This design comes from an exercise in tuning for small area on the open sky130 flow, not from production work. RTL that was checked went through simulation tests only; none was proved equivalent to the original. Only the layout flow was run in run 7; the RTL was not checked for function there. Power figures rest on the tool's default switching activity, not on a simulated workload.

`design.v`:
```
`timescale 1ns / 1ps
package gcsd_pkg;
  localparam int DISPLAY_COLUMNS = 13;
  localparam int CHAR_DEPTH      = 2 * DISPLAY_COLUMNS;
  localparam int CFG_INDEX_W     = 1;
  localparam int CFG_DATA_W      = 48;
endpackage
`timescale 1ns / 1ps
module gcsd_ram (
  input  logic       clk,
  input  logic [6:0] ins,     
  input  logic [7:0] wdata,
  output logic [7:0] head     
);
  logic [7:0] slot [26];
  always_ff @(posedge clk) begin
    for (int i = 0; i < 26; i++) begin
      if (i % 4 == 0 && ins[i / 4]) begin
        slot[i] <= wdata;
      end else begin
        slot[i] <= slot[(i + 1) % 26];
      end
    end
  end
  assign head = slot[0];
endmodule
`timescale 1ns / 1ps
module gcsd_frame (
  input  logic       clk,
  input  logic       rst,
  input  logic       byte_en,
  input  logic [7:0] rx_byte,
  output logic       tgt_a_we,
  output logic       tgt_b_we,
  output logic       char_we,
  output logic [7:0] operand_hi
);
  logic [1:0] frame_pos;
  logic [1:0] pos_eff;
  logic [1:0] cmd_cls;       
  logic       apply;
  assign pos_eff = (rx_byte == 8'hFF) ? 2'd0 : frame_pos;
  assign apply   = byte_en && (pos_eff == 2'd3);
  always_ff @(posedge clk) begin
    if (rst) begin
      frame_pos <= 2'd0;
    end else if (byte_en) begin
      frame_pos <= pos_eff + 2'd1;
    end
  end
  always_ff @(posedge clk) begin
    if (byte_en && pos_eff == 2'd1) begin
      cmd_cls <= (rx_byte[7:2] == 6'd0) ? rx_byte[1:0] : 2'd0;
    end
    if (byte_en && pos_eff == 2'd2) begin
      operand_hi <= rx_byte;
    end
  end
  assign tgt_a_we = apply && (cmd_cls == 2'd1);
  assign tgt_b_we = apply && (cmd_cls == 2'd2);
  assign char_we  = apply && (cmd_cls == 2'd3) && (operand_hi < 8'd26);
endmodule
`timescale 1ns / 1ps
module gcsd_stepper (
  input  logic        clk,
  input  logic        rst,
  input  logic        cfg_wen,
  input  logic        cfg_index,
  input  logic [47:0] cfg_data,
  input  logic        tgt_a_we,
  input  logic        tgt_b_we,
  input  logic [15:0] tgt_word,
  input  logic        tick,
  output logic [7:0]  drive
);
  logic [47:0] table_a, table_b;
  logic        loaded_a, loaded_b;
  logic [15:0] position_a, position_b;
  logic [15:0] target_a, target_b;
  logic [2:0]  phase_a, phase_b;    
  logic [15:0] position_a_next, position_b_next;
  logic [2:0]  phase_a_next, phase_b_next;
  logic [7:0]  byte_a, byte_b;
  function automatic logic [2:0] phase_step(input logic [2:0] ph, input logic up,
                                            input logic dn);
    if (up)      phase_step = (ph == 3'd5) ? 3'd0 : ph + 3'd1;
    else if (dn) phase_step = (ph == 3'd0) ? 3'd5 : ph - 3'd1;
    else         phase_step = ph;
  endfunction
  logic up_a, dn_a, up_b, dn_b;
  assign up_a = position_a < target_a;
  assign dn_a = position_a > target_a;
  assign up_b = position_b < target_b;
  assign dn_b = position_b > target_b;
  assign position_a_next = position_a + {{15{dn_a}}, up_a | dn_a};
  assign position_b_next = position_b + {{15{dn_b}}, up_b | dn_b};
  assign phase_a_next    = phase_step(phase_a, up_a, dn_a);
  assign phase_b_next    = phase_step(phase_b, up_b, dn_b);
  assign byte_a = loaded_a ? table_a[8*phase_a_next +: 8] : 8'h00;
  assign byte_b = loaded_b ? table_b[8*phase_b_next +: 8] : 8'h00;
  assign drive  = byte_a | byte_b;
  always_ff @(posedge clk) begin
    if (cfg_wen && !cfg_index) table_a <= cfg_data;
    if (cfg_wen &&  cfg_index) table_b <= cfg_data;
  end
  always_ff @(posedge clk) begin
    if (rst) begin
      loaded_a   <= 1'b0;
      loaded_b   <= 1'b0;
      position_a <= '0;
      position_b <= '0;
      target_a   <= '0;
      target_b   <= '0;
      phase_a    <= '0;
      phase_b    <= '0;
    end else begin
      if (cfg_wen && !cfg_index) loaded_a <= 1'b1;
      if (cfg_wen &&  cfg_index) loaded_b <= 1'b1;
      if (tgt_a_we) target_a <= tgt_word;
      if (tgt_b_we) target_b <= tgt_word;
      if (tick) begin
        position_a <= position_a_next;
        position_b <= position_b_next;
        phase_a    <= phase_a_next;
        phase_b    <= phase_b_next;
      end
    end
  end
endmodule
`timescale 1ns / 1ps
module gcsd_display (
  input  logic       clk,
  input  logic       rst,
  input  logic       char_we,
  input  logic [4:0] char_addr,
  input  logic [7:0] char_data,
  input  logic       poll,        
  output logic       at_col0,     
  output logic       row,         
  output logic       busy,        
  output logic       rd_done,     
  output logic [7:0] rd_data
);
  logic [4:0] rot;         
  logic [4:0] entry;       
  logic       clearing;    
  logic       wpend;       
  logic [7:0] wbuf;
  logic [5:0] diff;
  logic [4:0] slot_idx;    
  logic       wr_req, wr_hit;
  logic [6:0] ins;
  logic [7:0] wdata;
  assign diff     = {1'b0, char_addr} - {1'b0, rot} - 6'd1;
  assign slot_idx = diff[5] ? diff[4:0] + 5'd26 : diff[4:0];
  assign wr_req   = char_we || wpend;
  assign wr_hit   = wr_req && (slot_idx[1:0] == 2'd0);
  always_comb begin
    for (int k = 0; k < 7; k++) begin
      ins[k] = rst || clearing || (wr_hit && slot_idx[4:2] == 3'(k));
    end
  end
  assign wdata = (rst || clearing) ? 8'h00 : (wpend ? wbuf : char_data);
  gcsd_ram u_ring (
    .clk   (clk),
    .ins   (ins),
    .wdata (wdata),
    .head  (rd_data)
  );
  assign row     = entry[0];    
  assign rd_done = busy && (rot == entry) && !wpend;
  always_ff @(posedge clk) begin
    if (char_we) wbuf <= char_data;
  end
  always_ff @(posedge clk) begin
    if (rst) begin
      rot      <= '0;
      entry    <= '0;
      at_col0  <= 1'b1;
      busy     <= 1'b0;
      clearing <= 1'b1;
      wpend    <= 1'b0;
    end else begin
      rot <= (rot == 5'd25) ? 5'd0 : rot + 5'd1;
      if (rot == 5'd2) clearing <= 1'b0;
      wpend <= wr_req && !wr_hit;
      if (poll) begin
        if (at_col0) at_col0 <= 1'b0;
        else         busy    <= 1'b1;
      end
      if (rd_done) begin
        busy    <= 1'b0;
        entry   <= (entry == 5'd25) ? 5'd0 : entry + 5'd1;
        at_col0 <= (entry == 5'd12) || (entry == 5'd25);
      end
    end
  end
endmodule
`timescale 1ns / 1ps
module gauge_command_stepper_display (
  input  logic                             clk,
  input  logic                             rst,
  input  logic                             in_valid,
  output logic                             in_ready,
  input  logic [1:0]                       in_func,
  input  logic [7:0]                       in_rx_byte,
  output logic                             out_valid,
  input  logic                             out_ready,
  output logic                             out_kind,
  output logic [7:0]                       out_value,
  output logic                             out_lcd_is_data,
  input  logic                             cfg_wen,
  input  logic [gcsd_pkg::CFG_INDEX_W-1:0] cfg_index,
  input  logic [gcsd_pkg::CFG_DATA_W-1:0]  cfg_data
);
  logic       in_acc, byte_en, tick, poll;
  logic       tgt_a_we, tgt_b_we, char_we;
  logic [7:0] operand_hi;
  logic [7:0] drive;
  logic       at_col0, row, busy, rd_done;
  logic [7:0] rd_data;
  logic       o_valid;
  logic       o_kind;
  logic       o_is_data;
  logic [7:0] o_value;
  assign in_ready = !o_valid && !busy;
  assign in_acc   = in_valid && in_ready;
  assign byte_en  = in_acc && (in_func == 2'd0);
  assign tick     = in_acc && (in_func == 2'd1);
  assign poll     = in_acc && (in_func == 2'd2);
  gcsd_frame u_frame (
    .clk        (clk),
    .rst        (rst),
    .byte_en    (byte_en),
    .rx_byte    (in_rx_byte),
    .tgt_a_we   (tgt_a_we),
    .tgt_b_we   (tgt_b_we),
    .char_we    (char_we),
    .operand_hi (operand_hi)
  );
  gcsd_stepper u_stepper (
    .clk       (clk),
    .rst       (rst),
    .cfg_wen   (cfg_wen),
    .cfg_index (cfg_index),
    .cfg_data  (cfg_data),
    .tgt_a_we  (tgt_a_we),
    .tgt_b_we  (tgt_b_we),
    .tgt_word  ({operand_hi, in_rx_byte}),
    .tick      (tick),
    .drive     (drive)
  );
  gcsd_display u_display (
    .clk       (clk),
    .rst       (rst),
    .char_we   (char_we),
    .char_addr (operand_hi[4:0]),
    .char_data (in_rx_byte),
    .poll      (poll),
    .at_col0   (at_col0),
    .row       (row),
    .busy      (busy),
    .rd_done   (rd_done),
    .rd_data   (rd_data)
  );
  always_ff @(posedge clk) begin
    if (rst) begin
      o_valid <= 1'b0;
    end else if (tick || (poll && at_col0) || rd_done) begin
      o_valid <= 1'b1;
    end else if (out_ready) begin
      o_valid <= 1'b0;
    end
  end
  always_ff @(posedge clk) begin
    if (tick || poll) begin
      o_kind    <= poll;
      o_is_data <= poll && !at_col0;
    end
    if (tick) begin
      o_value <= drive;
    end else if (poll && at_col0) begin
      o_value <= {1'b1, row, 6'd0};
    end else if (rd_done) begin
      o_value <= rd_data;
    end
  end
  assign out_valid       = o_valid;
  assign out_kind        = o_kind;
  assign out_value       = o_value;
  assign out_lcd_is_data = o_is_data;
endmodule
```
`run.sh`:
```
#!/bin/bash
# synth_recipe.tcl (not shown) runs the flow's synth.tcl, then flattens the netlist and writes it again
# the make line also repeats each setting of config.mk as NAME=value (left out here)
make -C /OpenROAD-flow-scripts/flow DESIGN_CONFIG=/design/flow/config.mk WORK_HOME=/design/flow/orfs CLKGATE_MAP_FILE= SYNTH_SCRIPT=/design/flow/synth_recipe.tcl finish
```
`config.mk`:
```
export PLATFORM = sky130hd
export DESIGN_NAME = gauge_command_stepper_display
export DESIGN_NICKNAME = gauge_command_stepper_display
export VERILOG_FILES = /design/flow/design.v
export SDC_FILE = /design/flow/constraint.sdc
export NUM_CORES = 4
export LEC_CHECK = 0
export CAP_MARGIN = 20
export CORE_MARGIN = 2
export CORE_UTILIZATION = 40
export SLEW_MARGIN = 20
```
`constraint.sdc`:
```
create_clock -name core_clock -period 5.0 [get_ports {clk}]
set_input_delay 1.0000 -clock core_clock [delete_from_list [all_inputs] [get_ports {clk}]]
set_output_delay 1.0000 -clock core_clock [all_outputs]
set_load 0.01 [all_outputs]
```
==> run notes, run 1 <==
Rows=72; CP Capture Type=flip-flop; fraction of registers with async set/reset=0%; global-route wire length before repair=54000 µm; Routed wire per std cell=16.9 µm; clk slew on worst S/H paths=60 ps; Tot GR Track Use=16.6%; cells on worst reg2reg path=18; Critical Path RT=5500 ps; clock skew=21.0 ps; worst r2r src=u_stepper.target_a[11]; fin. max-slew vios=0; Final min period=4530 ps; Yosys top cell area share=37.7%; Synth cell types=69; Worst Hold Path Cells=0; final worst path period share=90.5%; sequential element share of the synthesized area=61.3%; DR vias=10.1k; Starting Density=40.6%; outcome=timing/DRC/antenna clean; drt pass-1 iters=5; largest net degree at the start of global routing=55; most common flop cell mapped by yosys=dfxtp_1; XOR/XNOR share of the synthesized area=1.83%; syn_area_per_cell=11.9 µm²; reg2reg setup slack=470 ps; Fmax achieved=221 MHz; ANT nets after route=0; post-synthesis simple-gate area fraction=9.80%; Static Leak=7.17 nW; Reg area=0.00967 mm²; RSZ-0062 raised after global routing=false; dpl hpwl=23100 µm; most common cell in the netlist=dfxtp_1; compound-cell area share of the yosys netlist=9.92%; total power=11.5 mW; worst hold path endpoint=u_display.u_ring.slot[6][4]; Maximum Capacitance Violations=0; Hold Path Origin=u_display.u_ring.slot[7][4]; vias in the first global route=10.1k; Setup violations, final=0; Die Width=203 µm; Synth Register Bits=421; Max Fanout on Critical Path=15; mux cell area share after synthesis=7.53%; number of H-tree levels=2; Total Wirelength=33600 µm; Starting DRT DRC Count=555; Synth area leaders=dfxtp_1, edfxtp_1, ha_1; Clock Sinks=421; Synth top cells by count=dfxtp_1, nand2_1, edfxtp_1; Hold Path Class=flip-flop to flip-flop; Mapped Cells=1325; Post-Synth Adder-Cell Area=6.64%; Antenna Cells=0; minimum hold slack=323 ps; die height=203 µm; r2r endpoint=u_stepper.position_a[15]; vias per cell=5.06; total die area=0.0411 mm²; # IOs=76; CTS Buf Count=43; Arr. time, crit path=5020 ps; number of synthesized flops with an enable pin=124; syn_nets=1471; crit path kind=flip-flop to flip-flop; cell area after synthesis=0.0158 mm²; fraction of layout cells with a size suffix above 1=13.8%; Clock Tree Root=clkbuf_16; Hold-fix buffers, CTS=0; Worst VDD drop=367 µV; Synth area leader=dfxtp_1; GP Congestion=0.818; actual slew at the worst max-slew pin=1010 ps; yosys warns=6; largest family of logic cells by synthesized area=compound AO/OA/AOI/OAI gates; Clock Path Buffers=3; Pwr Density=614 mW/mm²; Hold Violations, Final=0; CTS tree=yes; nets@finish=1580; max_slew headroom=32.7%; FILL cells=3471; area growth from synthesis to layout=18.8%; IO buf count=75; GR Overflow Total=0; Sum Neg Setup Slack=0 ps; clock latency on the worst-skew pair=580 ps; initial antenna violation count=0; footprint of the multi-input gates=0.00566 mm²; startpoint types=flip-flop; Post-route DRC=0; core area=0.0388 mm²
-- routing by layer --
layer  vias up  wire, µm  part of all wire (%)  track usage (%)
li1       4968         -                     -                -
met1      4846     15400                    46             21.8
met2       179     15900                    47             27.5
met3        62      1430                   4.2             2.94
met4         0       938                   2.8             6.20
met5         -         0                     0                0
-- registers in the layout (all words and copies together) (netlist names), 2 cells and up --
signal                 flops
u_stepper.phase_b          3
u_stepper.target_a        16
o_value                    8
u_display.entry            5
u_frame.operand_hi         8
u_stepper.target_b        16
u_stepper.table_a         48
u_stepper.phase_a          3
u_display.u_ring.slot    208
u_display.rot              5
u_frame.frame_pos          2
u_frame.cmd_cls            2
u_stepper.position_b      16
u_stepper.position_a      16
u_display.wbuf             8
u_stepper.table_b         48
-- how the worst max path moves through the flow --
stage	start	end	slack, ps
2_1_floorplan	u_stepper.target_a[11]	u_stepper.position_a[15]	860
3_3_place_gp	u_stepper.target_a[7]	u_stepper.position_a[15]	540
3_5_place_dp	u_stepper.target_a[11]	u_stepper.position_a[15]	470
4_1_cts	u_stepper.target_a[11]	u_stepper.position_a[15]	430
5_1_grt	u_stepper.target_a[15]	u_stepper.position_a[15]	60
6_report	u_stepper.target_a[11]	u_stepper.position_a[15]	470
-- power breakdown --
group	total [mW]	leakage (nW)	switching, mW	internal [mW]
logic	4.41	2.87	2.51	1.91
clock network	3.30	0.741	1.38	1.92
registers	3.80	3.57	0.103	3.70
total	11.5	7.17	3.99	7.52
-- critical path, stage by stage, from the launching register on --
cell and delay [ps]:
dfxtp_1 320, inv_1 50, ha_1 320, a41o_1 240
a21oi_1 130, o22ai_1 180, o31ai_1 540, inv_1 80
buf_4 210, ha_1 300, a21o_1 110, a21oi_1 90
o21ba_2 220, o31ai_1 400, a211oi_1 210, o41ai_1 470
xnor2_1 140, or3_1 310, a21oi_1 130
-- cell type report --
type / instances / share of cell area (%)
Inverter: 81 / 1.62
Clock inverter: 25 / 1.48
Clock buffer: 55 / 6.52
Sequential cell: 421 / 51.6
Timing Repair Buffer: 104 / 5.14
Tap cell: 518 / 3.46
Multi-Input combinational cell: 783 / 30.2
-- placed cells by master (no fill, tap or decap), types with 5 or more instances in the layout --
| master | n |
|---|---|
| dfxtp_1 | 297 |
| nand2_1 | 138 |
| edfxtp_1 | 124 |
| a21oi_1 | 101 |
| inv_1 | 81 |
| ha_1 | 79 |
| clkdlybuf4s50_1 | 74 |
| mux2_2 | 68 |
| nor2_1 | 58 |
| clkbuf_16 | 43 |
| nand3_1 | 29 |
| buf_4 | 29 |
| xnor2_1 | 25 |
| mux2i_1 | 22 |
| o21ai_0 | 18 |
| a211oi_1 | 18 |
| nor3_1 | 17 |
| nor2b_1 | 16 |
| a21o_1 | 14 |
| nand4_1 | 13 |
| or3_1 | 11 |
| o31ai_1 | 10 |
| clkinv_2 | 10 |
| clkbuf_8 | 10 |
| and2_1 | 8 |
| xor2_1 | 8 |
| a211o_1 | 8 |
| mux4_2 | 8 |
| a31oi_1 | 7 |
| or2_2 | 6 |
| a32oi_1 | 6 |
| a22oi_1 | 6 |
| o211ai_1 | 5 |
| o21bai_1 | 5 |
| and3_1 | 5 |
| nand3b_1 | 5 |
-- logic make-up (layout without fill, tap and decap cells) --
kind of cell             Yosys count  count (layout)
multiplexers                     100             100
AND/OR/NAND/NOR                  329             329
flip-flops                       421             421
XOR/XNOR                          33              33
adder cells (fa/ha/maj)           82              82
AO/OA/AOI/OAI                    239             239
buffers and inverters            121             265
-- per-stage QoR --
step                util [%]  instance area [µm²]  worst slack, ps  cells
floorplan                  -                15800              859   1325
global placement        44.4                17200              536   1907
detailed placement      44.4                17200              472   1907
CTS                     48.3                18700              434   1987
global route            48.3                18700             60.7   1987
finish                  48.3                18700              474   1987
-- repair_timing --
action | in CTS | in global routing
setup endpoints to repair | 0 | 1
buffers inserted | 0 | 0
gates resized for setup | 0 | 1
==> inputs of run 2 (changes only) <==
--- a/design.v
+++ b/design.v
@@ -52,7 +52,7 @@
     if (byte_en && pos_eff == 2'd1) begin
       cmd_cls <= (rx_byte[7:2] == 6'd0) ? rx_byte[1:0] : 2'd0;
     end
-    if (byte_en && pos_eff == 2'd2) begin
+    if (byte_en && pos_eff[1]) begin
       operand_hi <= rx_byte;
     end
   end
@@ -88,12 +88,28 @@
     else         phase_step = ph;
   endfunction
   logic up_a, dn_a, up_b, dn_b;
-  assign up_a = position_a < target_a;
-  assign dn_a = position_a > target_a;
-  assign up_b = position_b < target_b;
-  assign dn_b = position_b > target_b;
-  assign position_a_next = position_a + {{15{dn_a}}, up_a | dn_a};
-  assign position_b_next = position_b + {{15{dn_b}}, up_b | dn_b};
+  function automatic logic [1:0] compare(input logic [15:0] p, input logic [15:0] t);
+    logic lt, gt;
+    lt = 1'b0;
+    gt = 1'b0;
+    for (int i = 15; i >= 0; i--) begin
+      lt = lt | (!gt && !p[i] && t[i]);
+      gt = gt | (!lt && p[i] && !t[i]);
+    end
+    compare = {lt, gt};
+  endfunction
+  function automatic logic [15:0] step(input logic [15:0] p, input logic up, input logic dn);
+    logic c;
+    c = up | dn;
+    for (int i = 0; i < 16; i++) begin
+      step[i] = p[i] ^ c;
+      c = c & (p[i] ^ dn);
+    end
+  endfunction
+  assign {up_a, dn_a} = compare(position_a, target_a);
+  assign {up_b, dn_b} = compare(position_b, target_b);
+  assign position_a_next = step(position_a, up_a, dn_a);
+  assign position_b_next = step(position_b, up_b, dn_b);
   assign phase_a_next    = phase_step(phase_a, up_a, dn_a);
   assign phase_b_next    = phase_step(phase_b, up_b, dn_b);
   assign byte_a = loaded_a ? table_a[8*phase_a_next +: 8] : 8'h00;
@@ -103,21 +119,23 @@
     if (cfg_wen && !cfg_index) table_a <= cfg_data;
     if (cfg_wen &&  cfg_index) table_b <= cfg_data;
   end
+  logic [15:0] tgt_word_r;
+  assign tgt_word_r   = rst ? 16'd0 : tgt_word;
+  always_ff @(posedge clk) begin
+    if (tgt_a_we || rst) target_a <= tgt_word_r;
+    if (tgt_b_we || rst) target_b <= tgt_word_r;
+  end
   always_ff @(posedge clk) begin
     if (rst) begin
       loaded_a   <= 1'b0;
       loaded_b   <= 1'b0;
       position_a <= '0;
       position_b <= '0;
-      target_a   <= '0;
-      target_b   <= '0;
       phase_a    <= '0;
       phase_b    <= '0;
     end else begin
       if (cfg_wen && !cfg_index) loaded_a <= 1'b1;
       if (cfg_wen &&  cfg_index) loaded_b <= 1'b1;
-      if (tgt_a_we) target_a <= tgt_word;
-      if (tgt_b_we) target_b <= tgt_word;
       if (tick) begin
         position_a <= position_a_next;
         position_b <= position_b_next;
@@ -131,9 +149,10 @@
 module gcsd_display (
   input  logic       clk,
   input  logic       rst,
-  input  logic       char_we,
+  input  logic       char_we,     
   input  logic [4:0] char_addr,
   input  logic [7:0] char_data,
+  input  logic [7:0] held_data,   
   input  logic       poll,        
   output logic       at_col0,     
   output logic       row,         
@@ -144,23 +163,24 @@
   logic [4:0] rot;         
   logic [4:0] entry;       
   logic       clearing;    
-  logic       wpend;       
-  logic [7:0] wbuf;
+  logic [1:0] wwait;       
+  logic [2:0] wslot;       
   logic [5:0] diff;
   logic [4:0] slot_idx;    
-  logic       wr_req, wr_hit;
   logic [6:0] ins;
   logic [7:0] wdata;
+  logic       now;
   assign diff     = {1'b0, char_addr} - {1'b0, rot} - 6'd1;
   assign slot_idx = diff[5] ? diff[4:0] + 5'd26 : diff[4:0];
-  assign wr_req   = char_we || wpend;
-  assign wr_hit   = wr_req && (slot_idx[1:0] == 2'd0);
+  assign now      = char_we && (slot_idx[1:0] == 2'd0);
   always_comb begin
     for (int k = 0; k < 7; k++) begin
-      ins[k] = rst || clearing || (wr_hit && slot_idx[4:2] == 3'(k));
+      ins[k] = rst || clearing ||
+               (now && slot_idx[4:2] == 3'(k)) ||
+               (wwait == 2'd1 && wslot == 3'(k));
     end
   end
-  assign wdata = (rst || clearing) ? 8'h00 : (wpend ? wbuf : char_data);
+  assign wdata = (rst || clearing) ? 8'h00 : (char_we ? char_data : held_data);
   gcsd_ram u_ring (
     .clk   (clk),
     .ins   (ins),
@@ -168,9 +188,9 @@
     .head  (rd_data)
   );
   assign row     = entry[0];    
-  assign rd_done = busy && (rot == entry) && !wpend;
+  assign rd_done = busy && (rot == entry) && (wwait == 2'd0);
   always_ff @(posedge clk) begin
-    if (char_we) wbuf <= char_data;
+    if (char_we) wslot <= slot_idx[4:2];
   end
   always_ff @(posedge clk) begin
     if (rst) begin
@@ -179,11 +199,12 @@
       at_col0  <= 1'b1;
       busy     <= 1'b0;
       clearing <= 1'b1;
-      wpend    <= 1'b0;
+      wwait    <= '0;
     end else begin
       rot <= (rot == 5'd25) ? 5'd0 : rot + 5'd1;
       if (rot == 5'd2) clearing <= 1'b0;
-      wpend <= wr_req && !wr_hit;
+      if (char_we)              wwait <= slot_idx[1:0];
+      else if (wwait != 2'd0)   wwait <= wwait - 2'd1;
       if (poll) begin
         if (at_col0) at_col0 <= 1'b0;
         else         busy    <= 1'b1;
@@ -256,6 +277,7 @@
     .char_we   (char_we),
     .char_addr (operand_hi[4:0]),
     .char_data (in_rx_byte),
+    .held_data (operand_hi),
     .poll      (poll),
     .at_col0   (at_col0),
     .row       (row),
==> flow/run.sh (new file) <==
#!/bin/bash
# The standard layout, with the port buffers made from the smallest buffer cell.
set -euo pipefail
bash standard.sh "BUFFER_PORTS_ARGS=-buffer_cell sky130_fd_sc_hd__buf_1" finish > standard.log 2>&1
==> standard.sh (new file) <==
#!/bin/bash
# synth_recipe.tcl (not shown) runs the flow's synth.tcl, then flattens the netlist and writes it again
# the make line also repeats each setting of config.mk as NAME=value (left out here)
make -C /OpenROAD-flow-scripts/flow DESIGN_CONFIG=/design/flow/config.mk WORK_HOME=/design/flow/orfs CLKGATE_MAP_FILE= SYNTH_SCRIPT=/design/flow/synth_recipe.tcl "${@:-finish}"
--- a/config.mk
+++ b/config.mk
@@ -7,5 +7,9 @@
 export LEC_CHECK = 0
 export CAP_MARGIN = 20
 export CORE_MARGIN = 2
-export CORE_UTILIZATION = 40
+export CORE_UTILIZATION = 65
+export CTS_BUF_LIST = sky130_fd_sc_hd__clkbuf_16
+export CTS_CLUSTER_DIAMETER = 80
+export CTS_CLUSTER_SIZE = 30
+export PLACE_DENSITY = 0.75
 export SLEW_MARGIN = 20
removed: run.sh
==> run 2 against run 1 <==
Effect of this change:
- clock power shrank 46%
- sequential power shrank 2%
- cell area down 12%
- area after synthesis decreased by 3.5%
- non-clock buffer count shrank 13
- clock skew is essentially flat
- largest power group is now registers
- register-to-register slack improved by 340 ps
==> run notes, run 2 <==
GR met2 Demand/Resource=38.8% (+11 points); number of synthesized flops with an enable pin=151 (+22%); Die Width=157 µm (-22%); Max Fanout on Critical Path=25 (+10); CTS Buf Count=19 (-56%); Hold Path Class=flip-flop to flip-flop; register with the most flip-flops=u_display.u_ring.slot; syn_nets=1301 (-12%); Setup Buffers After CTS=0 (unchanged); die height=157 µm (-22%); initial antenna violation count=0 (unchanged); XOR/XNOR share of the synthesized area=2.99% (+1.2 points); Arr. time, crit path=4470 ps (-550 ps); Synth area leader=dfxtp_1; Clock Tree Root=clkbuf_16; total power=5.86 mW (-49%); total die area=0.0247 mm² (-40%); Fmax achieved=239 MHz (+8.1%); Hold-fix buffers, CTS=0 (unchanged); post-synthesis simple-gate area fraction=11.6% (+1.8 points); fraction of layout cells with a size suffix above 1=9.53% (-4.3 points); most common cell in the netlist=dfxtp_1; number of H-tree levels=1 (-1); Synth cell types=75 (+8.7%); Sum Neg Setup Slack=0 ps (unchanged); largest net degree at the start of global routing=51 (-7.3%); Largest register FFs=208 (unchanged); largest family of logic cells by synthesized area=simple AND/OR/NAND/NOR gates; Static Leak=6.04 nW (-16%); max incr delay on CP=690 ps (+150 ps); ANT nets after route=0 (unchanged); Mapped Cells=1218 (-8.1%); GP Congestion=0.912 (+12%); global-route wire length before repair=45700 µm (-15%); most common flop cell mapped by yosys=dfxtp_1; max_slew headroom=29.8% (-2.9 points); DR vias=9154 (-9.0%); drt pass-1 iters=5 (unchanged); Clock Sinks=417 (-0.95%); actual slew at the worst max-slew pin=1050 ps (+43.2 ps); clock latency on the worst-skew pair=530 ps (-50 ps); slowest CP cell=o31a_1; FILL cells=1698 (-51%); fraction of registers with async set/reset=0% (unchanged); vias in the first global route=8682 (-14%); CTS tree=yes; Synth Register Bits=417 (-0.95%); clock skew=21.4 ps (+0.411 ps); syn_area_per_cell=12.5 µm² (+4.9%); nets@finish=1373 (-13%); CP Capture Type=flip-flop; Setup violations, final=0 (unchanged); worst-path cell chain=nor2b_1 -> o31ai_1 -> o21a_1 -> o21a_1 -> o31a_1 -> mux2_1 -> a221o_1 -> buf_4 -> mux2_2 -> nor2_1 -> a211oi_1 -> or4_1; critical path's most frequent cell=o21a_1; Rows=56 (-22%); # IOs=76 (unchanged); Antenna Cells=0 (unchanged); vias per cell=5.65 (+12%); Largest regs=u_display.u_ring.slot (208), u_stepper.table_a (48), u_stepper.table_b (48); post-CTS sizing=0 (unchanged); Post-route DRC=0 (unchanged); Post-Synth Adder-Cell Area=1.75% (-4.9 points); Routed wire per std cell=18.1 µm (+7.2%); dpl hpwl=20300 µm (-12%); Clock Path Buffers=3 (unchanged); core area=0.0233 mm² (-40%); IO buf count=75 (unchanged); startpoint types=flip-flop; Worst VDD drop=406 µV (+11%); Synth area leaders=dfxtp_1, edfxtp_1, mux2_2; Starting Density=65.4% (+25 points); Hold Violations, Final=0 (unchanged); commonest cells after routing, fill and taps aside=dfxtp_1, edfxtp_1, nor2_1, buf_1, mux2_2; Starting DRT DRC Count=668 (+20%); Tot GR Track Use=23.8% (+7.2 points); GR Overflow Total=0 (unchanged); final worst path period share=83.7% (-6.8 points); Yosys top cell area share=35.0% (-2.7 points); RSZ-0062 raised after global routing=false; Crit path max-delay family=compound AO/OA/AOI/OAI gates; Buf/Inv on CP=1 (-2); clk slew on worst S/H paths=110 ps (+50 ps); Core Util, Final=70.7% (+22 points); routing usage on met3=4.02% (+1.1 points); commonest non-fill, non-tap cell in the layout=dfxtp_1; yosys warns=6 (unchanged); Total Wirelength=29400 µm (-13%); crit path kind=flip-flop to flip-flop; Maximum Capacitance Violations=0 (unchanged); Pwr Density=356 mW/mm² (-42%); area growth from synthesis to layout=8.00%; Synth top cells by count=dfxtp_1, edfxtp_1, nor2_1; mux cell area share after synthesis=8.14% (+0.61 points); met1 Usage GRT=33.5% (+12 points); Critical Path RT=5280 ps (-220 ps); cell area after synthesis=0.0152 mm² (-3.5%); Final min period=4190 ps (-340 ps); GRT busiest layer=met2; compound-cell area share of the yosys netlist=8.51% (-1.4 points); outcome=timing/DRC/antenna clean; sequential element share of the synthesized area=64.8% (+3.5 points); fin. max-slew vios=0 (unchanged)
run 2: changes by cell type in the layout (fill, tap and decap cells not counted), moves of 24 or more:
| cell | before | now |
|---|---|---|
| nand2_1 | 138 | 51 |
| buf_1 | 0 | 74 |
| clkdlybuf4s50_1 | 74 | 0 |
| a21oi_1 | 101 | 37 |
| ha_1 | 79 | 18 |
| nand2b_1 | 2 | 34 |
| dfxtp_1 | 297 | 266 |
| inv_1 | 81 | 50 |
| nor2_1 | 58 | 89 |
| edfxtp_1 | 124 | 151 |
| mux2i_1 | 22 | 47 |
| clkbuf_16 | 43 | 19 |
| nor2b_1 | 16 | 40 |
run 2: stage by stage:
step	instance area (µm²)	setup WS, ps	cells	hold WS [ps]
floorplan	15200	1350	1218	310
global placement	15900	1020	1588	311
detailed placement	15900	851	1588	312
CTS	16400	844	1620	334
global route	16400	574	1620	339
finish	16400	814	1620	328
run 2: power by group:
group          switching [mW]  internal (mW)  leakage, nW
Combinational           0.216          0.137         2.14
Sequential             0.0616           3.66         3.59
Clock                    1.04          0.734        0.307
Total                    1.32           4.53         6.04
run 2: worst reg2reg max path, delay by kind of cell, from the launching register on:
| family | cells | cell delay, ps |
|---|---|---|
| AND/OR/NAND/NOR | 3 | 820 |
| multiplexers | 2 | 710 |
| flip-flops | 1 | 360 |
| AO/OA/AOI/OAI | 6 | 1800 |
| buffers and inverters | 1 | 240 |
run 2: path summary, 6_finish.rpt:
kind | slack (ps) | depth (start not counted) | end | from
setup / recovery | 810 | 12 | o_value[2] | u_stepper.position_a[12]
setup reg to reg | 810 | 12 | o_value[2] | u_stepper.position_a[12]
hold / removal | 330 | 0 | u_display.u_ring.slot[1][7] | u_display.u_ring.slot[2][7]
hold reg to reg | 330 | 0 | u_display.u_ring.slot[1][7] | u_display.u_ring.slot[2][7]
run 2: final cells by class:
cell class	instances	area [µm²]	area share, %
Multi-Input combinational cell	717	5030	30.6
Inverter	44	165	1.00
Clock inverter	13	108	0.654
Timing Repair Buffer	91	403	2.45
Clock buffer	19	475	2.89
Sequential cell	417	9860	60.0
Tap cell	319	399	2.43
run 2: cells by family (layout without fill, tap and decap cells):
family                   after synthesis  count (layout)
flip-flops                           417             417
AO/OA/AOI/OAI                        190             190
buffers and inverters                 84             167
AND/OR/NAND/NOR                      339             339
multiplexers                         115             115
adder cells (fa/ha/maj)               21              21
XOR/XNOR                              52              52
run 2: metal layers:
layer | up-vias | share of wire, %
met3 | 40 | 5.0
li1 | 4522 | -
met4 | 0 | 2.5
met2 | 184 | 46
met5 | - | 0
met1 | 4408 | 46
==> inputs of run 3 (changes only) <==
--- a/config.mk
+++ b/config.mk
@@ -8,8 +8,8 @@
 export CAP_MARGIN = 20
 export CORE_MARGIN = 2
 export CORE_UTILIZATION = 65
-export CTS_BUF_LIST = sky130_fd_sc_hd__clkbuf_16
-export CTS_CLUSTER_DIAMETER = 80
-export CTS_CLUSTER_SIZE = 30
+export CTS_BUF_LIST = sky130_fd_sc_hd__clkbuf_8
+export CTS_CLUSTER_DIAMETER = 60
+export CTS_CLUSTER_SIZE = 16
 export PLACE_DENSITY = 0.75
 export SLEW_MARGIN = 20
==> run 3 against run 2 <==
Effect of this change:
- still clean
- clock skew is essentially flat
- final cell count grew 1.4%
- utilization grew 0.15 points
- non-clock buffer count grew 1
- synthesized cell count is the same
- clock power is essentially flat
- cell area grew 0.21%
- count of clock-buffer cells in the layout grew 18
- die area is the same
- routed wire length grew 0.89%
- largest power group unchanged
==> run notes, run 3 <==
outcome=timing/DRC/antenna clean; sequential element share of the synthesized area=64.8% (unchanged); fraction of layout cells with a size suffix above 1=10.9% (+1.3 points); CTS Buf Count=34 (+15); IO buf count=75 (unchanged); crit path kind=flip-flop to flip-flop; Synth area leaders=dfxtp_1, edfxtp_1, mux2_2; clock latency on the worst-skew pair=550 ps (+20 ps); cell area after synthesis=0.0152 mm² (unchanged); Clock Tree Root=clkbuf_8; Maximum Capacitance Violations=0 (unchanged); startpoint types=flip-flop; fraction of registers with async set/reset=0% (unchanged); Clock Path Buffers=3 (unchanged); syn_area_per_cell=12.5 µm² (unchanged); commonest non-fill, non-tap cell in the layout=dfxtp_1; Starting DRT DRC Count=597 (-11%); GR Overflow Total=0 (unchanged); Max Fanout on Critical Path=25 (unchanged); Worst VDD drop=386 µV (-4.8%); clock skew=21.2 ps (-0.214 ps); Cells after DPL=1588 (unchanged); Synth area leader=dfxtp_1; Pwr Density=355 mW/mm² (-0.28%); Arr. time, crit path=4490 ps (+20 ps); DR vias=9234 (+0.87%); die height=157 µm (unchanged); core area=0.0233 mm² (unchanged); yosys warns=6 (unchanged); vias in the first global route=8923 (+2.8%); area growth from synthesis to layout=8.23%; Die Width=157 µm (unchanged); Synth Register Bits=417 (unchanged); Fmax achieved=238 MHz (-0.26%); Tot GR Track Use=24.2% (+0.45 points); Rows=56 (unchanged); Critical Path RT=5300 ps (+20 ps); Yosys top cell area share=35.0% (unchanged); drt pass-1 iters=6 (+1); Setup violations, final=0 (unchanged); Setup Buffers After CTS=0 (unchanged); # IOs=76 (unchanged); CP Capture Type=flip-flop; max_slew headroom=33.4% (+3.6 points); most common flop cell mapped by yosys=dfxtp_1; worst hold path endpoint=u_display.u_ring.slot[3][2]; largest net degree at the start of global routing=51 (unchanged); ANT nets after route=0 (unchanged); Hold Path Class=flip-flop to flip-flop; RSZ-0062 raised after global routing=false; final worst path period share=83.9% (+0.22 points); Clock Sinks=417 (unchanged); vias per cell=5.62 (-0.54%); Synth top cells by count=dfxtp_1, edfxtp_1, nor2_1; global-route wire length before repair=46200 µm (+1.3%); commonest cells after routing, fill and taps aside=dfxtp_1, edfxtp_1, nor2_1, buf_1, mux2_2; Final min period=4200 ps (+11.0 ps); most common cell in the netlist=dfxtp_1; r2r endpoint=o_value[2]; total die area=0.0247 mm² (unchanged); Antenna Cells=0 (unchanged); Reg area=0.00986 mm² (unchanged); Largest regs=u_display.u_ring.slot (208), u_stepper.table_a (48), u_stepper.table_b (48); FILL cells=1716 (+1.1%); Largest register FFs=208 (unchanged); reg2reg setup slack=800 ps (about the same); actual slew at the worst max-slew pin=999 ps (-49.7 ps); Hold Violations, Final=0 (unchanged); dpl hpwl=20300 µm (unchanged); worst r2r src=u_stepper.position_a[12]; Hold-fix buffers, CTS=0 (unchanged); Routed wire per std cell=18.0 µm (-0.52%); Post-route DRC=0 (unchanged); number of synthesized flops with an enable pin=151 (unchanged); footprint of the multi-input gates=0.00503 mm² (-0.12%); cells on worst reg2reg path=12 (unchanged); Starting Density=65.4% (unchanged); register with the most flip-flops=u_display.u_ring.slot; nets@finish=1389 (+1.2%); initial antenna violation count=0 (unchanged); Worst Hold Path Cells=0 (unchanged); fin cells=1643 (+1.4%); CTS tree=yes; GP Congestion=0.912 (unchanged); Static Leak=6.08 nW (+0.69%); post-CTS sizing=0 (unchanged); Synth cell types=75 (unchanged); Total Wirelength=29700 µm (+0.89%); syn_nets=1301 (unchanged); number of H-tree levels=2 (+1); Sum Neg Setup Slack=0 ps (unchanged); Hold Path Origin=u_display.u_ring.slot[4][2]; Mapped Cells=1218 (unchanged); fin. max-slew vios=0 (unchanged); clk slew on worst S/H paths=100 ps (about the same)
[run 3: cell counts after synthesis]
Identical to the previous run, type by type.
[run 3: stage by stage]
step	cell area, µm²	utilization [%]	power, mW	hold slack (ps)	setup slack (ps)
floorplan	15200	-	4.02	310	1350
CTS	16500	70.8	5.91	319	845
global placement	15900	68.1	4.14	311	1020
detailed placement	15900	68.1	4.15	312	851
global route	16500	70.8	6.07	319	587
finish	16500	70.8	5.85	314	803
[run 3: layout make-up]
type	count	share of cell area (%)
clock buffers	37	3.09
clock inverters	17	0.668
inverters	44	1.00
multi-input cells	717	30.5
flip-flops and latches	417	59.8
well taps	319	2.42
repair buffers	92	2.48
[run 3: worst max path at each step]
stage | start | slack (ps) | end
final | u_stepper.position_a[12] | 800 | o_value[2]
after global routing | u_stepper.position_a[12] | 590 | o_value[4]
after CTS | u_stepper.position_a[12] | 840 | o_value[2]
after detailed placement | u_stepper.position_a[12] | 850 | o_value[2]
after global placement | u_stepper.target_a[8] | 1020 | o_value[6]
after floorplan | cfg_index[0] | 1350 | u_stepper.table_a[0]
[run 3: where the power goes]
part / total (mW) / internal, mW / switching (mW)
Sequential: 3.72 / 3.66 / 0.0612
Combinational: 0.353 / 0.137 / 0.216
Clock: 1.78 / 0.705 / 1.07
Total: 5.85 / 4.50 / 1.35
[run 3: routing by layer]
metal	vias to the layer above	wire length, µm	GRT usage, %
li1	4553	-	-
met1	4401	13400	33.1
met2	226	13800	39.0
met3	54	1590	4.96
met4	0	825	8.31
met5	-	0	0
[run 3: kinds of logic after synthesis]
kind of cell / count (synthesis) / share of synthesized area (%)
adder cells (fa/ha/maj): 21 / 1.75
AO/OA/AOI/OAI: 190 / 8.51
XOR/XNOR: 52 / 2.99
AND/OR/NAND/NOR: 339 / 11.6
multiplexers: 115 / 8.14
buffers and inverters: 84 / 2.28
flip-flops: 417 / 64.8
[run 3: worst max-delay path, stage by stage (launching register included)]
cell      delay [ps]
dfxtp_1          360
nor2b_1          150
o31ai_1          340
o21a_1           200
o21a_1           210
o31a_1           690
mux2_1           390
a221o_1          290
buf_4            240
mux2_2           310
nor2_1           130
a211oi_1          70
or4_1            550
==> inputs of run 4 (changes only) <==
==> run.sh (new file) <==
#!/bin/bash
# synth_recipe.tcl (not shown) runs the flow's synth.tcl, then flattens the netlist and writes it again
# the make line also repeats each setting of config.mk as NAME=value (left out here)
make -C /OpenROAD-flow-scripts/flow DESIGN_CONFIG=/design/flow/config.mk WORK_HOME=/design/flow/orfs CLKGATE_MAP_FILE= SYNTH_SCRIPT=/design/flow/synth_recipe.tcl finish
removed: flow/run.sh
removed: standard.sh
==> run 4 against run 3 <==
Effect of this change:
- sequential share of layout area is 1.8 points lower
- global-route usage increased by 0.43 points
- hold slack improved by 10 ps
- maximum frequency rose by 1.0%
- utilization is 2.2 points higher
- critical path type unchanged
- critical endpoint is now o_value[4]
- largest power group unchanged
==> run notes, run 4 <==
Maximum Capacitance Violations=0 (unchanged); Arr. time, crit path=4480 ps (about the same); Hold Violations, Final=0 (unchanged); Largest regs=u_display.u_ring.slot (208), u_stepper.table_a (48), u_stepper.table_b (48); initial antenna violation count=0 (unchanged); Yosys top cell area share=35.0% (unchanged); cells on worst reg2reg path=12 (unchanged); cell area after synthesis=0.0152 mm² (unchanged); Hold Path Class=flip-flop to flip-flop; vias in the first global route=9060 (+1.5%); Crit path max-delay family=compound AO/OA/AOI/OAI gates; Setup Buffers After CTS=0 (unchanged); global-route wire length before repair=47200 µm (+2.1%); clock skew=45.1 ps (+23.9 ps); commonest cells after routing, fill and taps aside=dfxtp_1, edfxtp_1, nor2_1, clkdlybuf4s50_1, mux2_2; outcome=timing/DRC/antenna clean; # IOs=76 (unchanged); Routed wire per std cell=18.5 µm (+2.3%); die height=157 µm (unchanged); ANT nets after route=0 (unchanged); commonest non-fill, non-tap cell in the layout=dfxtp_1; fraction of registers with async set/reset=0% (unchanged); most common cell in the netlist=dfxtp_1; fin. max-slew vios=0 (unchanged); max_slew headroom=25.7% (-7.7 points); dpl hpwl=20800 µm (+2.8%); Synth Register Bits=417 (unchanged); Cells after DPL=1591 (+0.19%); Total Wirelength=30400 µm (+2.5%); Static Leak=6.31 nW (+3.8%); Clock Sinks=417 (unchanged); final worst path period share=83.1% (-0.86 points); Pwr Density=353 mW/mm² (-0.70%); clock latency on the worst-skew pair=590 ps (+40 ps); Worst path depth=12 (unchanged); Starting DRT DRC Count=684 (+15%); Buf/Inv on CP=1 (unchanged); sequential element share of the synthesized area=64.8% (unchanged); Synth cell types=75 (unchanged); register with the most flip-flops=u_display.u_ring.slot; Critical Path RT=5320 ps (+20 ps); Tot GR Track Use=24.7% (+0.43 points); Starting Density=65.4% (unchanged); Clock Path Buffers=3 (unchanged); Die Width=157 µm (unchanged); crit path kind=flip-flop to flip-flop; GP Congestion=0.878 (-3.8%); Fmax achieved=241 MHz (+1.0%); Sum Neg Setup Slack=0 ps (unchanged); minimum hold slack=324 ps (+10.4 ps); worst-path cell chain=nor2b_1 -> o31ai_1 -> o21a_1 -> o21a_1 -> o31a_1 -> mux2_1 -> a221o_1 -> buf_4 -> mux2_2 -> nor2_1 -> a211oi_1 -> or4_1; Rows=56 (unchanged); drt pass-1 iters=5 (-1); vias per cell=5.71 (+1.6%); actual slew at the worst max-slew pin=1110 ps (+115 ps); Synth area leaders=dfxtp_1, edfxtp_1, mux2_2; GR Overflow Total=0 (unchanged); Setup violations, final=0 (unchanged); max incr delay on CP=700 ps (about the same); largest net degree at the start of global routing=61 (+20%); CTS tree=yes; Clock Tree Root=clkbuf_8; RSZ-0062 raised after global routing=false; area growth from synthesis to layout=11.6%; Largest register FFs=208 (unchanged); total die area=0.0247 mm² (unchanged); nets@finish=1391 (+0.14%); syn_area_per_cell=12.5 µm² (unchanged); Mapped Cells=1218 (unchanged); CP Capture Type=flip-flop; startpoint types=flip-flop; Worst Hold Path Cells=0 (unchanged); Post-route DRC=0 (unchanged); critical path's most frequent cell=o21a_1; Synth top cells by count=dfxtp_1, edfxtp_1, nor2_1; DR vias=9398 (+1.8%); yosys warns=6 (unchanged); fin cells=1646 (+0.18%); Final min period=4150 ps (-42.9 ps); Synth area leader=dfxtp_1; IO buf count=75 (unchanged); number of synthesized flops with an enable pin=151 (unchanged); CTS Buf Count=34 (unchanged); FILL cells=1639 (-4.5%); most common flop cell mapped by yosys=dfxtp_1; Worst VDD drop=382 µV (-0.97%); number of H-tree levels=2 (unchanged); Hold-fix buffers, CTS=0 (unchanged); syn_nets=1301 (unchanged); core area=0.0233 mm² (unchanged); fraction of layout cells with a size suffix above 1=10.9% (+0.051 points); clk slew on worst S/H paths=90 ps (about the same); post-CTS sizing=0 (unchanged); slowest CP cell=o31a_1; Antenna Cells=0 (unchanged); Max Fanout on Critical Path=25 (unchanged)
## run 4: area by class of cell
class / count / area (µm²) / area share, %
clock buffer: 34 / 468 / 2.75
clock inverter: 21 / 183 / 1.08
inverter: 44 / 165 / 0.972
multi-input combinational: 717 / 5030 / 29.6
sequential: 417 / 9860 / 58.0
tap: 319 / 399 / 2.35
timing repair buffer: 94 / 888 / 5.23
## run 4: per-stage QoR
step                instance area, µm²  utilization, %  power, mW  setup slack [ps]
floorplan                        15200               -       4.02              1350
global placement                 16300            70.2       4.18               990
detailed placement               16300            70.2       4.20               897
finish                           17000            73.0       5.99               846
global route                     17000            73.0       6.20               550
CTS                              17000            73.0       6.03               894
## run 4: worst paths after layout
check	start	endpoint	slack [ps]
worst max-delay path	u_stepper.position_a[12]	o_value[4]	850
worst min-delay path	u_display.u_ring.slot[3][4]	u_display.u_ring.slot[2][4]	320
worst max register to register	u_stepper.position_a[12]	o_value[4]	850
worst min register to register	u_display.u_ring.slot[3][4]	u_display.u_ring.slot[2][4]	320
## run 4: metal layers
metal / wire, µm / vias up / GRT usage (%) / share of wire (%)
li1: - / 4562 / - / -
met1: 13800 / 4553 / 34.0 / 45
met2: 14600 / 240 / 41.1 / 48
met3: 1430 / 43 / 3.85 / 4.7
met4: 631 / 0 / 6.71 / 2.1
met5: 0 / - / 0 / 0
## run 4: logic make-up (layout without fill, tap and decap cells)
group | count (synthesis) | count (layout) | share of synthesized area (%)
AO/OA/AOI/OAI | 190 | 190 | 8.51
flip-flops | 417 | 417 | 64.8
adder cells (fa/ha/maj) | 21 | 21 | 1.75
multiplexers | 115 | 115 | 8.14
XOR/XNOR | 52 | 52 | 2.99
AND/OR/NAND/NOR | 339 | 339 | 11.6
buffers and inverters | 84 | 193 | 2.28
## run 4: power breakdown
part	total (mW)	internal [mW]	switching (mW)	leakage, nW
Sequential	3.72	3.66	0.0615	3.59
Clock	1.87	0.768	1.10	0.364
Combinational	0.401	0.179	0.222	2.36
==> inputs of run 5 (changes only) <==
--- a/config.mk
+++ b/config.mk
@@ -8,8 +8,8 @@
 export CAP_MARGIN = 20
 export CORE_MARGIN = 2
 export CORE_UTILIZATION = 65
-export CTS_BUF_LIST = sky130_fd_sc_hd__clkbuf_8
-export CTS_CLUSTER_DIAMETER = 60
-export CTS_CLUSTER_SIZE = 16
+export CTS_BUF_LIST = sky130_fd_sc_hd__clkbuf_4
+export CTS_CLUSTER_DIAMETER = 50
+export CTS_CLUSTER_SIZE = 10
 export PLACE_DENSITY = 0.75
 export SLEW_MARGIN = 20
==> run 5 against run 4 <==
Effect of this change:
- register-to-register slack about the same
- non-clock buffer count unchanged
- sequential share of layout area rose by 0.21 points
- critical path type unchanged
- largest cell class unchanged
- largest power group unchanged
- highest routed layer unchanged
==> run notes, run 5 <==
nets@finish=1406 (+1.1%); most common cell in the netlist=dfxtp_1; Synth Register Bits=417 (unchanged); Total Wirelength=30600 µm (+0.61%); core area=0.0233 mm² (unchanged); Starting DRT DRC Count=662 (-3.2%); Synth area leaders=dfxtp_1, edfxtp_1, mux2_2; global-route wire length before repair=48000 µm (+1.7%); most common flop cell mapped by yosys=dfxtp_1; commonest non-fill, non-tap cell in the layout=dfxtp_1; Post-route DRC=0 (unchanged); CTS tree=yes; Synth top cells by count=dfxtp_1, edfxtp_1, nor2_1; Maximum Capacitance Violations=0 (unchanged); fraction of registers with async set/reset=0% (unchanged); clock skew=59.5 ps (+14.3 ps); setup slack after placement=897 ps (unchanged); register with the most flip-flops=u_display.u_ring.slot; largest net degree at the start of global routing=61 (unchanged); DR vias=9486 (+0.94%); Synth area leader=dfxtp_1; ANT nets after route=0 (unchanged); RSZ-0062 raised after global routing=false; Setup Buffers After CTS=0 (unchanged); number of H-tree levels=2 (unchanged); Sum Neg Setup Slack=0 ps (unchanged); Starting Density=65.4% (unchanged); clk slew on worst S/H paths=120 ps (+30 ps); clock latency on the worst-skew pair=750 ps (+160 ps); Clock Sinks=417 (unchanged); crit path kind=flip-flop to flip-flop; Critical Path RT=5500 ps (+180 ps); actual slew at the worst max-slew pin=1110 ps (-2.41 ps); max incr delay on CP=540 ps (-160 ps); cell area after synthesis=0.0152 mm² (unchanged); final setup slack of the worst path=857 ps (+10.6 ps); Setup violations, final=0 (unchanged); startpoint types=flip-flop; post-CTS sizing=0 (unchanged); area growth from synthesis to layout=11.2%; dpl hpwl=20800 µm (unchanged); fin. max-slew vios=0 (unchanged); drt pass-1 iters=5 (unchanged); Clock Tree Root=clkbuf_4; Yosys top cell area share=35.0% (unchanged); yosys warns=6 (unchanged); Tot GR Track Use=25.1% (+0.38 points); FILL cells=1646 (+0.43%); total die area=0.0247 mm² (unchanged); # IOs=76 (unchanged); Core Util, Final=72.8% (-0.27 points); CTS Buf Count=49 (+44%); Mapped Cells=1218 (unchanged); sequential element share of the synthesized area=64.8% (unchanged); Synth cell types=75 (unchanged); syn_area_per_cell=12.5 µm² (unchanged); Hold Violations, Final=0 (unchanged); Final min period=4140 ps (-10.6 ps); final worst path period share=82.9% (-0.21 points); GP Congestion=0.878 (unchanged); Arr. time, crit path=4650 ps (+170 ps); Rows=56 (unchanged); slowest CP cell=or4_1; Hold-fix buffers, CTS=0 (unchanged); Max Fanout on Critical Path=20 (-20%); number of synthesized flops with an enable pin=151 (unchanged); vias in the first global route=9243 (+2.0%); die height=157 µm (unchanged); syn_nets=1301 (unchanged); Routed wire per std cell=18.3 µm (-0.90%); CP Capture Type=flip-flop; commonest cells after routing, fill and taps aside=dfxtp_1, edfxtp_1, nor2_1, clkdlybuf4s50_1, clkbuf_4; outcome=timing/DRC/antenna clean; Clock Path Buffers=3 (unchanged); max_slew headroom=25.9% (+0.16 points); Largest regs=u_display.u_ring.slot (208), u_stepper.table_a (48), u_stepper.table_b (48); Fmax achieved=241 MHz (+0.26%); Pwr Density=346 mW/mm² (-1.8%); GR Overflow Total=0 (unchanged); initial antenna violation count=1 (+1); Static Leak=6.29 nW (-0.31%); IO buf count=75 (unchanged); fraction of layout cells with a size suffix above 1=12.9% (+2.0 points); Hold Path Class=flip-flop to flip-flop; worst-path cell chain=nor2b_1 -> o21ai_0 -> o221a_2 -> a211oi_1 -> o21a_1 -> nor4b_1 -> o32a_1 -> buf_4 -> mux2i_1 -> nor4_1 -> or4_1; Die Width=157 µm (unchanged); Largest register FFs=208 (unchanged); Worst VDD drop=363 µV (-5.1%); vias per cell=5.68 (-0.57%)
run 5: cell counts after synthesis:
Identical to the previous run, type by type.
run 5: cells by family (layout without fill, tap and decap cells):
family	after synthesis	after routing	synth area share (%)
AO/OA/AOI/OAI	190	190	8.51
other	0	3	0
AND/OR/NAND/NOR	339	339	11.6
XOR/XNOR	52	52	2.99
flip-flops	417	417	64.8
adder cells (fa/ha/maj)	21	21	1.75
buffers and inverters	84	215	2.28
multiplexers	115	115	8.14
run 5: metal layers:
| metal | GRT usage (%) | vias up | part of all wire, % |
|---|---|---|---|
| li1 | - | 4621 | - |
| met1 | 34.6 | 4575 | 46 |
| met2 | 41.1 | 244 | 47 |
| met3 | 4.43 | 46 | 4.9 |
| met4 | 7.10 | 0 | 1.9 |
| met5 | 0 | - | 0 |
run 5: layout make-up:
type                    instances  area (µm²)  area share (%)
flip-flops and latches        417        9860            58.2
multi-input cells             717        5030            29.7
repair buffers                 94         888            5.25
clock buffers                  66         495            2.93
well taps                     319         399            2.36
inverters                      44         165           0.976
clock inverters                11        85.1           0.503
diodes                          3        7.51          0.0443
run 5: where the power goes:
group	total (mW)	internal, mW	switching, mW	leakage [nW]
registers	3.72	3.66	0.0612	3.59
logic	0.401	0.179	0.222	2.36
clock network	1.74	0.666	1.07	0.345
run 5: worst paths after layout:
check / from / end / slack (ps) / cells after the start
worst max-delay path: u_stepper.position_a[4] / o_value[2] / 860 / 11
worst min-delay path: u_display.u_ring.slot[19][4] / u_display.u_ring.slot[18][4] / 320 / 0
worst max register to register: u_stepper.position_a[4] / o_value[2] / 860 / 11
worst min register to register: u_display.u_ring.slot[19][4] / u_display.u_ring.slot[18][4] / 320 / 0
run 5: per-stage QoR:
step,instance area (µm²),power (mW),instances,hold slack [ps]
after detailed placement,16300,4.20,1591,312
after floorplan,15200,4.02,1218,310
after CTS,16900,5.91,1668,320
after global placement,16300,4.18,1591,310
after global routing,16900,6.10,1671,315
final,16900,5.86,1671,319
run 5: critical path, delay by kind of cell (launching register included):
family	cells	cell delay, ps
AO/OA/AOI/OAI	5	1460
AND/OR/NAND/NOR	4	1380
flip-flops	1	470
buffers and inverters	1	330
multiplexers	1	250
==> inputs of run 6 (changes only) <==
==> flow/run.sh (new file) <==
#!/bin/bash
# The standard layout with two changes:
#  - synthesis maps the logic with an area-oriented ABC script (flow/abc_area.script)
#    in place of ORFS's speed script; everything else in synthesis is unchanged;
#  - the port buffers are made from the smallest buffer cell.
set -euo pipefail
here=$PWD
rm -rf scripts_area
cp -r "$FLOW_HOME/scripts" scripts_area
cp flow/abc_area.script scripts_area/abc_speed.script
bash standard.sh "SCRIPTS_DIR=$here/scripts_area" synth > synth.log 2>&1
bash standard.sh "BUFFER_PORTS_ARGS=-buffer_cell sky130_fd_sc_hd__buf_1" finish > layout.log 2>&1
==> flow/abc_area.script (new file) <==
strash
balance; rewrite; refactor; balance; rewrite; rewrite -z; balance; refactor -z; rewrite -z; balance
dch -f
amap
topo
dnsize -c
==> standard.sh (new file) <==
#!/bin/bash
# synth_recipe.tcl (not shown) runs the flow's synth.tcl, then flattens the netlist and writes it again
# the make line also repeats each setting of config.mk as NAME=value (left out here)
make -C /OpenROAD-flow-scripts/flow DESIGN_CONFIG=/design/flow/config.mk WORK_HOME=/design/flow/orfs CLKGATE_MAP_FILE= SYNTH_SCRIPT=/design/flow/synth_recipe.tcl "${@:-finish}"
--- a/config.mk
+++ b/config.mk
@@ -8,8 +8,8 @@
 export CAP_MARGIN = 20
 export CORE_MARGIN = 2
 export CORE_UTILIZATION = 65
-export CTS_BUF_LIST = sky130_fd_sc_hd__clkbuf_4
-export CTS_CLUSTER_DIAMETER = 50
-export CTS_CLUSTER_SIZE = 10
+export CTS_BUF_LIST = sky130_fd_sc_hd__clkbuf_8
+export CTS_CLUSTER_DIAMETER = 60
+export CTS_CLUSTER_SIZE = 16
 export PLACE_DENSITY = 0.75
 export SLEW_MARGIN = 20
removed: run.sh
==> run 6 against run 5 <==
Effect of this change:
- the run now fails in 5_1_grt
- synthesized cell count shrank 5.5%
- area after synthesis shrank 7.7%
==> run notes, run 6 <==
outcome=aborted with a tool error; Stopped at=5_1_grt; Err=[ERROR GRT-0232] Routing congestion too high. Check the congestion heatmap in the GUI.; Yosys top cell area share=37.9% (+2.9 points); Mapped Cells=1151 (-5.5%); yosys warns=6 (unchanged); Synth cell types=44 (-41%); Clock Tree Root=clkbuf_8; # IOs=76 (unchanged); most common cell in the netlist=dfxtp_1; Synth Register Bits=417 (unchanged); syn_area_per_cell=12.2 µm² (-2.3%); Tot GR Track Use=78.0%; dpl hpwl=21500 µm (+3.3%); IO buf count=75 (unchanged); Die Width=151 µm (-3.8%); Synth area leader=dfxtp_1; fraction of registers with async set/reset=0% (unchanged); largest net degree at the start of global routing=60; Synth top cells by count=dfxtp_1, clkinv_1, edfxtp_1; CTS Buf Count=30 (-39%); Synth area leaders=dfxtp_1, edfxtp_1, clkinv_1; number of synthesized flops with an enable pin=151 (unchanged); syn_nets=1234 (-5.1%); Hold-fix buffers, CTS=0 (unchanged); die height=151 µm (-3.8%); cell area after synthesis=0.0141 mm² (-7.7%); placed inst area=0.0161 mm² (-1.5%); GP Congestion=0.908 (+3.4%); GR Overflow Total=9; Rows=53 (-5.4%); Starting Density=66.4% (+0.99 points); most common flop cell mapped by yosys=dfxtp_1; Clock Sinks=417 (unchanged); sequential element share of the synthesized area=70.2% (+5.4 points); Clock Path Buffers=3 (unchanged); number of H-tree levels=1 (-1)
-- run 6: changes by cell type after synthesis, sizes merged, moves of 34 or more --
cell | previous run | this run
nor2 | 89 | 147
nor2b | 41 | 7
a21oi | 37 | 78
mux2 | 68 | 0
nand2 | 51 | 17
mux2i | 47 | 0
a221oi | 1 | 40
clkinv | 0 | 157
inv | 44 | 0
-- run 6: what timing repair did --
action / CTS
endpoints found under the setup margin: 46
pin swaps: 75
setup buffers: 259
resized for setup: 193
-- run 6: worst min-delay path by stage --
stage                                      start                           end  slack (ps)  cells past startpoint
global placement    u_display.u_ring.slot[14][2]  u_display.u_ring.slot[13][2]         310                      0
floorplan           u_display.u_ring.slot[11][0]  u_display.u_ring.slot[10][0]         310                      0
CTS                 u_display.u_ring.slot[10][6]   u_display.u_ring.slot[9][6]         320                      0
detailed placement  u_display.u_ring.slot[24][4]  u_display.u_ring.slot[23][4]         310                      0
-- run 6: cell families after synthesis --
| logic type | synth area share (%) |
|---|---|
| buffers and inverters | 4.19 |
| DFF | 70.2 |
| AOI/OAI and AO/OA | 16.6 |
| and+or+nand+nor | 7.23 |
| xor gates and xnor gates | 0.0623 |
| adders and majority gates | 1.74 |
-- run 6: through the flow --
| step | std cells | setup TNS (ps) | setup WS (ps) | util, % | power, mW |
|---|---|---|---|---|---|
| 4_1_cts | 1937 | -109030 | -3480 | 91.7 | 6.02 |
| 3_5_place_dp | 1648 | -108030 | -4200 | 76.1 | 4.38 |
| 3_3_place_gp | 1648 | -92210 | -3540 | 76.1 | 4.35 |
| 2_1_floorplan | 1151 | -111400 | -3690 | - | 4.16 |
-- run 6: power by group through the flow --
stage	registers, mW	logic (mW)	clock network, mW
2_1_floorplan	3.89	0.267	0
3_3_place_gp	3.91	0.442	0
3_5_place_dp	3.92	0.460	0
4_1_cts	3.85	0.505	1.67
-- run 6: layer usage --
layer / GRT usage (%) / GRT overflow
met1: 78.2 / 0
met2: 89.4 / 2
met3: 68.6 / 2
met4: 71.0 / 3
met5: 67.0 / 2
==> inputs of run 7 (changes only) <==
--- a/design.v
+++ b/design.v
@@ -77,15 +77,16 @@
   logic        loaded_a, loaded_b;
   logic [15:0] position_a, position_b;
   logic [15:0] target_a, target_b;
-  logic [2:0]  phase_a, phase_b;    
+  logic [2:0]  phase_a, phase_b;
   logic [15:0] position_a_next, position_b_next;
   logic [2:0]  phase_a_next, phase_b_next;
-  logic [7:0]  byte_a, byte_b;
   function automatic logic [2:0] phase_step(input logic [2:0] ph, input logic up,
                                             input logic dn);
-    if (up)      phase_step = (ph == 3'd5) ? 3'd0 : ph + 3'd1;
-    else if (dn) phase_step = (ph == 3'd0) ? 3'd5 : ph - 3'd1;
-    else         phase_step = ph;
+    logic [1:0] m3;
+    m3 = ph[2:1];
+    if (up)      m3 = (m3 == 2'd2) ? 2'd0 : m3 + 2'd1;
+    else if (dn) m3 = (m3 == 2'd0) ? 2'd2 : m3 - 2'd1;
+    phase_step = {m3, ph[0] ^ (up | dn)};
   endfunction
   logic up_a, dn_a, up_b, dn_b;
   function automatic logic [1:0] compare(input logic [15:0] p, input logic [15:0] t);
@@ -112,9 +113,17 @@
   assign position_b_next = step(position_b, up_b, dn_b);
   assign phase_a_next    = phase_step(phase_a, up_a, dn_a);
   assign phase_b_next    = phase_step(phase_b, up_b, dn_b);
-  assign byte_a = loaded_a ? table_a[8*phase_a_next +: 8] : 8'h00;
-  assign byte_b = loaded_b ? table_b[8*phase_b_next +: 8] : 8'h00;
-  assign drive  = byte_a | byte_b;
+  logic [5:0] sel_a, sel_b;
+  always_comb begin
+    for (int k = 0; k < 6; k++) begin
+      sel_a[k] = loaded_a && (phase_a_next == {2'(k % 3), 1'(k % 2)});
+      sel_b[k] = loaded_b && (phase_b_next == {2'(k % 3), 1'(k % 2)});
+    end
+    drive = 8'h00;
+    for (int k = 0; k < 6; k++) begin
+      drive = drive | ({8{sel_a[k]}} & table_a[8*k +: 8]) | ({8{sel_b[k]}} & table_b[8*k +: 8]);
+    end
+  end
   always_ff @(posedge clk) begin
     if (cfg_wen && !cfg_index) table_a <= cfg_data;
     if (cfg_wen &&  cfg_index) table_b <= cfg_data;
--- a/config.mk
+++ b/config.mk
@@ -7,9 +7,8 @@
 export LEC_CHECK = 0
 export CAP_MARGIN = 20
 export CORE_MARGIN = 2
-export CORE_UTILIZATION = 65
+export CORE_UTILIZATION = 40
 export CTS_BUF_LIST = sky130_fd_sc_hd__clkbuf_8
 export CTS_CLUSTER_DIAMETER = 60
 export CTS_CLUSTER_SIZE = 16
-export PLACE_DENSITY = 0.75
 export SLEW_MARGIN = 20
==> run 7 against run 6 <==
Effect of this change:
- area after synthesis down 1.8%
- synthesized cell count down 3.6%
- now fails the layout checks on setup timing
==> run notes, run 7 <==
DR vias=10.7k; Mapped Cells=1109 (-3.6%); die height=190 µm (+26%); FILL cells=2673; worst r2r src=u_stepper.target_a[15]; GR Overflow Total=0; critical path's most frequent cell=clkinv_2; dpl hpwl=21800 µm (+1.2%); sequential element share of the synthesized area=71.4% (+1.3 points); actual slew at the worst max-slew pin=956 ps; most common cell in the netlist=dfxtp_1; Core Util, Final=58.1%; Synth area leader=dfxtp_1; max incr delay on CP=420 ps; GP Congestion=0.793 (-13%); number of synthesized flops with an enable pin=151 (unchanged); core area=0.0343 mm²; Worst VDD drop=252 µV; # IOs=76 (unchanged); final worst path period share=176%; IO buf count=75 (unchanged); minimum hold slack=313 ps; max_slew headroom=36.3%; largest net degree at the start of global routing=31; outcome=failed layout checks; Starting Density=40.3% (-26 points); Hold Path Class=flip-flop to flip-flop; Layout Check Fails=setup timing; CTS Buf Count=37 (+23%); Starting DRT DRC Count=721; Final min period=8810 ps; r2r endpoint=u_stepper.position_a[15]; total power=6.29 mW; Hold Path Origin=u_display.u_ring.slot[15][4]; Rows=68 (+28%); final setup slack of the worst path=-3810 ps; ANT nets after route=0; Hold Violations, Final=0; clock skew=33.0 ps; Maximum Capacitance Violations=0; setup slack after placement=-4090 ps (+119 ps); syn_nets=1196 (-3.1%); syn_area_per_cell=12.4 µm² (+1.9%); nets@finish=1658; Yosys top cell area share=38.6% (+0.69 points); CP Capture Type=flip-flop; fraction of layout cells with a size suffix above 1=37.5%; Fmax achieved=114 MHz; RSZ-0062 raised after global routing=true; slowest CP cell=edfxtp_1; Worst Hold Path Cells=0; Static Leak=7.60 nW; Clock Tree Root=clkbuf_8; startpoint types=flip-flop; Largest regs=u_display.u_ring.slot (208), u_stepper.table_a (48), u_stepper.table_b (48); Arr. time, crit path=9210 ps; Routed wire per std cell=18.2 µm; commonest non-fill, non-tap cell in the layout=buf_4; Post-route DRC=0; Clock Path Buffers=3 (unchanged); yosys warns=6 (unchanged); number of H-tree levels=2 (+1); area growth from synthesis to layout=44.3%; initial antenna violation count=0; clock latency on the worst-skew pair=580 ps; Synth Register Bits=417 (unchanged); Tot GR Track Use=20.8%; worst hold path endpoint=u_display.u_ring.slot[14][4]; global-route wire length before repair=58300 µm; Synth top cells by count=dfxtp_1, clkinv_1, edfxtp_1; Clock Sinks=417 (unchanged); clk slew on worst S/H paths=90 ps; Pwr Density=316 mW/mm²; fin. max-slew vios=0; Total Wirelength=37300 µm; most common flop cell mapped by yosys=dfxtp_1; Synth cell types=42 (-4.5%); drt pass-1 iters=6; Antenna Cells=0; commonest cells after routing, fill and taps aside=buf_4, dfxtp_1, edfxtp_1, nor2_1, clkinv_1; vias per cell=5.21; Die Width=190 µm (+26%); Max Fanout on Critical Path=5; vias in the first global route=10.8k; cell area after synthesis=0.0138 mm² (-1.8%); total die area=0.0360 mm²; CTS tree=yes; register with the most flip-flops=u_display.u_ring.slot; Critical Path RT=5400 ps; Synth area leaders=dfxtp_1, edfxtp_1, clkinv_1; Setup violations, final=46; reg2reg setup slack=-3810 ps; fraction of registers with async set/reset=0% (unchanged); crit path kind=flip-flop to flip-flop; Largest register FFs=208; cells on worst reg2reg path=63
## run 7: cell type report
class,count,area (µm²),share of cell area [%]
clock buffers,38,523,2.63
clock inverters,22,213,1.07
inverters,151,644,3.24
repair buffers,423,3190,16.0
well taps,455,569,2.86
flip-flops and latches,417,9860,49.5
multi-input cells,541,4910,24.7
## run 7: worst max-delay path, delay by kind of cell, from the launching register on
| kind | cells | cell delay [ps] |
|---|---|---|
| AOI/OAI and AO/OA | 31 | 4650 |
| buffers and inverters | 27 | 2970 |
| DFF | 1 | 420 |
| and+or+nand+nor | 5 | 570 |
## run 7: through the flow
stage	cells	setup TNS, ps	instance area, µm²
floorplan	1109	-95900	14100
global placement	1827	-91980	16400
detailed placement	1827	-106390	16400
CTS	2027	-96990	19300
global route	2047	-130190	19900
finish	2047	-110210	19900
## run 7: logic make-up (layout without fill, tap and decap cells)
family	count (synthesis)	count (layout)	share of synthesized area (%)
adder cells (fa/ha/maj)	23	23	2.14
AO/OA/AOI/OAI	297	297	15.3
flip-flops	417	417	71.4
buffers and inverters	151	634	4.11
AND/OR/NAND/NOR	221	221	7.01
## run 7: worst max-delay path by stage
stage,start,slack (ps),cells after the start,endpoint
finish,u_stepper.target_a[15],-3810,63,u_stepper.position_a[15]
global route,u_stepper.position_a[15],-4310,67,u_stepper.position_a[15]
CTS,u_stepper.target_a[15],-3210,65,u_stepper.position_a[14]
detailed placement,u_stepper.position_a[15],-4090,63,u_stepper.position_a[15]
global placement,u_stepper.position_a[15],-3590,64,u_stepper.position_a[15]
floorplan,u_stepper.target_b[15],-3550,60,u_stepper.position_b[15]
## run 7: per-layer routing
layer | part of all wire, % | track usage (%) | vias up
met3 | 5.4 | 3.69 | 145
met1 | 41 | 25.7 | 5129
met4 | 5.3 | 11.4 | 0
met2 | 49 | 34.9 | 369
met5 | 0 | 0 | -
li1 | - | - | 5032
## run 7: power breakdown
part / total, mW / internal, mW / switching [mW]
Clock: 2.00 / 0.847 / 1.16
Combinational: 0.446 / 0.173 / 0.273
Sequential: 3.84 / 3.76 / 0.0844
## run 7: timing repair
item / 4_1_cts / 5_1_grt
buffers inserted: 184 / 56
endpoints found under the setup margin: 46 / 46
pin swaps: 89 / 75
hold buffers: 0 / 0
resized for setup: 221 / 80

Setup slack of run 7, layout unchanged: -3.808 ns with ideal ports, -3.808 ns with driving cells assumed (clock clkbuf_16, inputs buf_2), -3.808 ns with port delays also shifted by the 0.611 ns mid clock arrival.
